Background: an optimization exercise with open tools, aiming at a short achievable clock period. Do not read the settings as production practice.
RTL that was checked went through simulation tests only; none was proved equivalent to the original.

## float_core_top
module float_core_top (
  input  logic                clk,
  input  logic                reset,
  input  logic                run,
  input  logic                prog_we,
  input  core_pkg::word_t     prog_data,
  input  core_pkg::port_sel_t p_sel,
  input  core_pkg::word_t     P0,
  input  core_pkg::word_t     P1,
  output core_pkg::word_t     P0_out,
  output core_pkg::word_t     P1_out,
  output core_pkg::word_t     result,
  output logic                result_valid
);
Size: ~6100 cells after synthesis, roughly 880 flip-flops, ~200 I/O pins.
Settings: LEC_CHECK=0, ABC_CLOCK_PERIOD_IN_PS=4000, CAP_MARGIN=20, CORE_MARGIN=2, CORE_UTILIZATION=40, SETUP_SLACK_MARGIN=5, SLEW_MARGIN=20; clock period 18.0 ns.
run.sh (not shown) runs the stock make flow with config.mk's settings and CLKGATE_MAP_FILE= SYNTH_SCRIPT=/design/flow/synth_recipe.tcl, a recipe that flattens the netlist after the stock synthesis.
The baseline ran to the end with no violations.
Next try:
==> flow/flow/run.sh (new file) <==
#!/bin/bash
# The standard layout, with timing repair aimed well below the clock period:
# the design's own critical loop is far shorter than the period, and
# repair_timing only works on paths whose slack is under its margin.
set -uo pipefail
bash standard.sh SETUP_SLACK_MARGIN=12 finish > make.log 2>&1
==> flow/standard.sh (new file) <==
#!/bin/bash
# synth_recipe.tcl (not shown) runs the flow's synth.tcl, then flattens the netlist and writes it again
# the make line also repeats each setting of config.mk as NAME=value (left out here)
make -C /OpenROAD-flow-scripts/flow DESIGN_CONFIG=/design/flow/config.mk WORK_HOME=/design/flow/orfs CLKGATE_MAP_FILE= SYNTH_SCRIPT=/design/flow/synth_recipe.tcl "${@:-finish}"
removed: flow/run.sh
Cell count went up by 6.1%.
Clock skew falls by 0.022 ns.
Critical path depth shrinks by 3.
Core utilization is higher by 7.5 points.
No functional check of the RTL was part of any run of this note.

---

violet:
Another version of the RTL of float_core_top (not shown whole).
Size: roughly 6,900 cells after synthesis, about 200 I/O pins, ~64,000 um^2 of cells after synthesis.
clock: 18.0 ns
lec_check: 0
abc_clock_period_in_ps: 4000
cap_margin: 20
core_margin: 2
core_utilization: 45
setup_slack_margin: 5
slew_margin: 20
standard.sh (not shown) runs the stock make flow with config.mk's settings and CLKGATE_MAP_FILE= SYNTH_SCRIPT=/design/flow/synth_recipe.tcl, a recipe that flattens the netlist after the stock synthesis.
==> flow/flow/run.sh <==
#!/bin/bash
# The standard layout, with three changes to how it is made:
# - timing repair aims well below the clock period (the design's own paths
#   are far shorter than the period, and repair_timing only works on paths
#   whose slack is under its margin);
# - full adders are left to abc as plain logic (no ADDER_MAP_FILE), which
#   maps the carry-save tree with faster gates than the adder cells;
# - slow cells are kept out of the netlist: the weak a222oi_1 (its only
#   size), and gates with three- or four-high transistor stacks.
# The synthesis is otherwise the standard one, with the same registers.
set -uo pipefail
here=$(cd "$(dirname "$0")" && pwd)
p=sky130_fd_sc_hd__
slow="${p}a222oi_1"
for c in or4 or4b or4bb nor4 nor4b nor4bb o2111ai a2111oi o2111a a2111o xor3 xnor3 or3 nor3 or3b nor3b \
         a221oi a221o o221ai o221a a311oi a311o o311ai o311a a32oi a32o o32ai o32a a41oi a41o o41ai o41a; do
  slow="$slow ${p}${c}_*"
done
dont_use="$(cat "$here/platform_dont_use.txt") $slow"
bash standard.sh SETUP_SLACK_MARGIN=12 ADDER_MAP_FILE= "DONT_USE_CELLS=$dont_use" finish > make.log 2>&1
Other scripts of this flow, unchanged in this note and not shown: flow/flow/platform_dont_use.txt
violet finished every stage and its layout cleared the timing, design-rule and antenna checks.
What harbor does differently from violet at the input level:
-- flow/flow/run.sh --
<<< violet, line 15
for c in or4 or4b or4bb nor4 nor4b nor4bb o2111ai a2111oi o2111a a2111o xor3 xnor3 or3 nor3 or3b nor3b \
         a221oi a221o o221ai o221a a311oi a311o o311ai o311a a32oi a32o o32ai o32a a41oi a41o o41ai o41a; do
>>> harbor, line 15
for c in or4 or4b or4bb nor4 nor4b nor4bb o2111ai a2111oi o2111a a2111o xor3 xnor3 or3 nor3 or3b nor3b; do
## What came out
harbor against violet: ratio of routed vias to standard cells went down 0.48%, maximum net fanout on the critical path went down 3.
harbor vs violet, number of tap instances went down by about 0.7%.
Mux share of post-synthesis cell area: harbor vs violet down 0.45 points
Summary of the comparison: number of standard cells after synthesis is lower in harbor, relative to violet.

==> port drivers added, routing unchanged <==
Ports are ideal in the flow. The routed layouts listed here were re-timed in OpenROAD.
Step 1 sets driving cells, clkbuf_16 on the clock port and buf_2 on the other inputs (assumed; they add their load-dependent delay and slew).
Step 2 adds t to the input delays and takes it off the output delays; t is the mean of the earliest and latest rising clock arrival at the registers after step 1. Input paths then give back, and output paths get back, about the clock's delay inside the block.
Slacks: no drivers / after step 1 / after step 2; pairs: no drivers / after step 1.
run | t (ns) | slack for setup (ns) | hold slack, ns | cell pins on the clock port's net
the first run of note 1 | 0.804 | 7.114 / 7.165 / 6.361 | 0.467 / 0.467 / 0.467 | 1
the second run of note 1 | 0.801 | 9.455 / 9.378 / 9.254 | 0.484 / 0.484 / 0.484 | 1
violet | 0.807 | 10.769 / 10.733 / 9.925 | 0.415 / 0.415 / 0.415 | 1
harbor | 0.826 | 10.625 / 10.545 / 9.720 | 0.403 / 0.403 / 0.403 | 1
After both steps every run listed still meets setup and hold. For harbor, which loses most, drivers alone change the setup slack by -0.080 ns; drivers and shift together by -0.905 ns.
